From an optimization exercise on the open Yosys and OpenROAD flow, aimed at small area; shortcuts taken in it are not production practice. At most, simulation tests tie the RTL to the original design; equivalence was not proved. Power figures rest on the tool's default switching activity, not on a simulated workload.

Setup of maple:
==> flow/design.v (excerpt) <==
module memwb_stage (
  input  logic         clk,
  input  logic         reset,
  input  logic [3:0]   ctrl_MEM,
  input  logic [31:0]  ALU_out_MEM,
  input  logic [31:0]  write_data_MEM,
  input  logic [4:0]   reg_dst_MEM,
  output logic         mem_stall,
  output logic [1:0]   ctrl_WB,
  output logic [31:0]  read_data_WB,
  output logic [31:0]  ALU_out_WB,
  output logic [4:0]   reg_dst_WB,
  output logic         misalign_WB
);
==> flow/config.mk <==
export PLATFORM = sky130hd
export DESIGN_NAME = memwb_stage
export DESIGN_NICKNAME = memwb_stage
export VERILOG_FILES = /design/flow/design.v
export SDC_FILE = /design/flow/constraint.sdc
export NUM_CORES = 4
export LEC_CHECK = 0
export ABC_AREA = 1
export CAP_MARGIN = 50
export CORE_MARGIN = 2
export CORE_UTILIZATION = 40
export SLEW_MARGIN = 20
==> flow/constraint.sdc <==
create_clock -name core_clock -period 3.5 [get_ports {clk}]
set_input_delay 0.7000 -clock core_clock [delete_from_list [all_inputs] [get_ports {clk}]]
set_output_delay 0.7000 -clock core_clock [all_outputs]
set_load 0.01 [all_outputs]
run.sh (not shown) runs the stock make flow with config.mk's settings and CLKGATE_MAP_FILE= SYNTH_SCRIPT=/design/flow/synth_recipe.tcl, a recipe that flattens the netlist after the stock synthesis.
maple: all stages complete, timing, DRC and antenna checks passed
[inputs] zinc vs maple
Settings: CAP_MARGIN changed from 50 to 20; CORE_UTILIZATION changed from 40 to 60; CTS_CLUSTER_SIZE newly set to 20; CTS_BUF_LIST newly set to sky130_fd_sc_hd__clkbuf_8.
## What came out
- | relative area of non-clock buffer cells in the final design | zinc vs maple | 0.63 points lower |
- Total power after layout down about 5% in zinc wrt maple
- zinc against maple; cell area is down by a few percent.
- Compare zinc and maple | effective utilization at floorplan lower: maple
- The clock-buffer cell count in zinc sits 107 above the value recorded for maple.
- zinc vs maple: wire length after detailed routing down in zinc
- zinc ended with less smallest setup slack after layout than maple.
- In the flow results for zinc and maple, the global-route usage is larger on zinc.

* * *

the baseline:
memwb_stage, a different RTL version from the one above (not shown whole).
Size in the first run: roughly 3700 cells after synthesis, roughly 150 I/O pins, roughly 0.054 mm2 of cells after synthesis.
==> flow/config.mk <==
export PLATFORM = sky130hd
export DESIGN_NAME = memwb_stage
export DESIGN_NICKNAME = memwb_stage
export VERILOG_FILES = /design/flow/design.v
export SDC_FILE = /design/flow/constraint.sdc
export NUM_CORES = 4
export LEC_CHECK = 0
export CAP_MARGIN = 20
export CORE_MARGIN = 2
export CORE_UTILIZATION = 60
export CTS_BUF_LIST = sky130_fd_sc_hd__clkbuf_8
export CTS_CLUSTER_DIAMETER = 60
export CTS_CLUSTER_SIZE = 20
export SLEW_MARGIN = 20
export SYNTH_HIERARCHICAL = 1
==> flow/constraint.sdc <==
create_clock -name core_clock -period 3.5 [get_ports {clk}]
set_input_delay 0.7000 -clock core_clock [delete_from_list [all_inputs] [get_ports {clk}]]
set_output_delay 0.7000 -clock core_clock [all_outputs]
set_load 0.01 [all_outputs]
standard.sh (not shown) runs the stock make flow with config.mk's settings and CLKGATE_MAP_FILE= SYNTH_SCRIPT=/design/flow/synth_recipe.tcl, a recipe that flattens the netlist after the stock synthesis.
==> flow/flow/run.sh <==
#!/bin/bash
# The standard layout, with three changes: ports are buffered with the
# smallest buffer; the buffers that timing-driven global placement adds while
# the placement is still rough are not kept (the later repair steps buffer and
# size from the final placement); and clock tree synthesis uses clkbuf_8
# clusters under a clkbuf_16 root, without dummy loads.
set -euo pipefail
export BUFFER_PORTS_ARGS="-buffer_cell sky130_fd_sc_hd__buf_1"
export GPL_KEEP_OVERFLOW=0
export CTS_ARGS="-sink_clustering_enable -repair_clock_nets -buf_list sky130_fd_sc_hd__clkbuf_8 -sink_clustering_size 20 -sink_clustering_max_diameter 55 -dont_use_dummy_load -root_buf sky130_fd_sc_hd__clkbuf_16"
bash standard.sh > standard_flow.log 2>&1
Ran to the end and failed final checks on negative setup slack: the baseline.
Modified inputs, the candidate compared to the baseline
==> flow/flow/run.sh <==
#!/bin/bash
# The standard layout, with two changes: ports are buffered with the smallest
# buffer, and clock tree synthesis uses clkbuf_8 clusters under a clkbuf_16 root, without dummy loads.
set -euo pipefail
export BUFFER_PORTS_ARGS="-buffer_cell sky130_fd_sc_hd__buf_1"
export CTS_ARGS="-sink_clustering_enable -repair_clock_nets -buf_list sky130_fd_sc_hd__clkbuf_8 -sink_clustering_size 20 -sink_clustering_max_diameter 55 -dont_use_dummy_load -root_buf sky130_fd_sc_hd__clkbuf_16"
bash standard.sh > standard_flow.log 2>&1
## What came out
The candidate has met1 layer wirelength in the final routing above what the baseline had.
The more densely filled core belongs to the candidate, not the baseline.
Taking the baseline as the reference, in the candidate clock distribution area overhead in the final layout did not really move, first-iteration DRC count went down, number of antenna violations at the first check in global routing went up, worst vdd rail ir drop went up, clock skew did not really move.
Across both runs, area added between synthesis and finish was higher for the candidate than for the baseline.
The run showing the greater number of cells in the finished layout apart from fillers is the candidate.
Routed wire in the candidate totals less than in the baseline.
Layout checks on the candidate: not met. Flow itself completed; violations: negative setup slack.
The candidate has global-route usage below what the baseline had.
No functional check of the RTL was part of any run of this note.

* * *

## JK
Another version of the RTL of memwb_stage (not shown whole).
Size: ~2200 flip-flops, roughly 150 I/O pins, roughly 0.054 mm2 of cells after synthesis.
export LEC_CHECK = 0
export CAP_MARGIN = 20
export CORE_MARGIN = 2
export CORE_UTILIZATION = 65
export SLEW_MARGIN = 20
export SYNTH_HIERARCHICAL = 1
create_clock -name core_clock -period 3.5 [get_ports {clk}]
==> flow/flow/run.sh <==
#!/bin/bash
# The standard layout, with three changes: ports are buffered with the
# smallest buffer; the buffers that timing-driven global placement adds while
# the placement is still rough are not kept (the later repair steps buffer and
# size from the final placement); and clock tree synthesis uses clkbuf_8
# clusters under a clkbuf_16 root, without dummy loads.
set -euo pipefail
export BUFFER_PORTS_ARGS="-buffer_cell sky130_fd_sc_hd__buf_1"
export GPL_KEEP_OVERFLOW=0
export CTS_ARGS="-sink_clustering_enable -repair_clock_nets -buf_list sky130_fd_sc_hd__clkbuf_8 -sink_clustering_size 20 -sink_clustering_max_diameter 60 -dont_use_dummy_load -root_buf sky130_fd_sc_hd__clkbuf_16"
bash standard.sh > standard_flow.log 2>&1
JK finished all stages; however, its layout fails the closing checks, the failures being setup timing.
--- input diff JK..MS ---
Settings: CTS_CLUSTER_SIZE now 20, previously not set; CTS_CLUSTER_DIAMETER now 60, previously not set; CORE_UTILIZATION now 60, was 65; CTS_BUF_LIST now sky130_fd_sc_hd__clkbuf_8, previously not set.
--- outcome ---
Summary of JK and MS: one run falls short of a clean finish, namely JK. Overall routed net length: MS vs JK down about 1.2%. JK has a lower critical path depth than MS. Combinational power, JK and MS, higher one = JK. JK reports its slowest stage cell on the critical path as sky130_fd_sc_hd__ha_1 while MS reports sky130_fd_sc_hd__a222oi_1. Relative to JK, final worst setup slack has increased by 140 ps in MS. Comparing JK and MS, post-route fraction of the period consumed by the critical path is lower on MS. Summary: clock period minus final worst setup slack, MS better than JK.
diff inputs: MS => AL
diff --git a/flow/flow/run.sh b/flow/flow/run.sh
--- a/flow/flow/run.sh
+++ b/flow/flow/run.sh
@@ -10 +10 @@
-export CTS_ARGS="-sink_clustering_enable -repair_clock_nets -buf_list sky130_fd_sc_hd__clkbuf_8 -sink_clustering_size 20 -sink_clustering_max_diameter 60 -dont_use_dummy_load -root_buf sky130_fd_sc_hd__clkbuf_16"
+export CTS_ARGS="-sink_clustering_enable -repair_clock_nets -buf_list sky130_fd_sc_hd__clkbuf_8 -sink_clustering_size 20 -sink_clustering_max_diameter 55 -dont_use_dummy_load -root_buf sky130_fd_sc_hd__clkbuf_16"
[summary]
- Compared AL against MS; global-route usage within noise.
- The global-route wire length before repair was comparable across MS and AL.
- Diff AL..MS | residual antenna-violating net count after detailed routing | unchanged
- Maximum vdd ir drop in AL vs MS: up 1.0%
- On AL: global routing met1 resource utilization is 0.16 points higher than what MS gave.
- The proportion of total power due to net switching of MS and that of AL are within noise of each other.
- Against MS, AL comes in 0.40 points lower on part of the cycle the worst path needs.
- As far as routed length per placed instance is concerned, MS and AL perform about the same.
- Looking at MS and AL, the utilization after layout is a wash.
- Diff AL..MS | final area | negligible
Input changes introduced in TR (baseline for comparison: AL):
Settings: CTS_CLUSTER_SIZE no longer set, was 20; PLACE_DENSITY now 0.7, previously not set; SETUP_SLACK_MARGIN now 0.1, previously not set; CTS_CLUSTER_DIAMETER no longer set, was 60; CTS_BUF_LIST no longer set, was sky130_fd_sc_hd__clkbuf_8.
diff --git a/flow/flow/run.sh b/flow/flow/run.sh
--- a/flow/flow/run.sh
+++ b/flow/flow/run.sh
@@ -10 +10 @@
-export CTS_ARGS="-sink_clustering_enable -repair_clock_nets -buf_list sky130_fd_sc_hd__clkbuf_8 -sink_clustering_size 20 -sink_clustering_max_diameter 55 -dont_use_dummy_load -root_buf sky130_fd_sc_hd__clkbuf_16"
+export CTS_ARGS="-sink_clustering_enable -repair_clock_nets -buf_list sky130_fd_sc_hd__clkbuf_8 -sink_clustering_size 20 -sink_clustering_max_diameter 60 -dont_use_dummy_load -root_buf sky130_fd_sc_hd__clkbuf_16"
Notes after the runs:
AL → TR: count of placed standard cells in the final layout, fillers left out now sits at about the same level, worst-case vdd ir drop moved down, cell area did not really move, quantity of gates resized following cts now larger, delay of the slowest cell on the worst path went up. TR — worst reg-to-reg path cell count 1 lower, AL as reference. Diff AL -> TR | number of ordinary and repair buffers in the finished layout | decrease of 1.5%.

## static timing again, ports no longer ideal
How much do the figures lean on ideal ports? The routed layouts below were timed once more, with nothing changed but the port constraints.
Step 1, drivers: a clkbuf_16 drives clk and a buf_2 each remaining input, both assumed.
Step 2 moves the port delays by t, midway between the first and last clock arrival at a register: inputs arrive t later, outputs are due t later. That takes back most of the time a late clock gives input paths.
a / b / c = ideal / step 1 / step 2; a / b = the first two.
| run | shift t [ns] | setup WS [ns] | worst setup path at the end | worst slew at a driven data input, ns |
|---|---|---|---|---|
| maple | 0.905 | 0.280 / 0.331 / -0.574 | input to register | 0.08 |
| zinc | 1.013 | 0.243 / 0.243 / -0.634 | input to register | 0.11 |
| the baseline | 0.766 | -1.702 / -1.702 / -2.376 | input to register | 0.05 |
| the candidate | 0.752 | -1.468 / -1.468 / -2.020 | input to register | 0.04 |
| JK | 0.727 | -0.028 / -0.028 / -0.557 | input to register | 0.11 |
| MS | 0.752 | 0.113 / 0.152 / -0.600 | input to register | 0.10 |
| AL | 0.757 | 0.127 / 0.127 / -0.490 | input to register | 0.10 |
| TR | 0.762 | 0.177 / 0.177 / -0.408 | input to register | 0.05 |
With both steps, setup timing fails in 5 of these runs, where it was met with ideal ports. For zinc, which loses most, drivers alone change the setup slack by 0.000 ns; drivers and shift together by -0.877 ns.
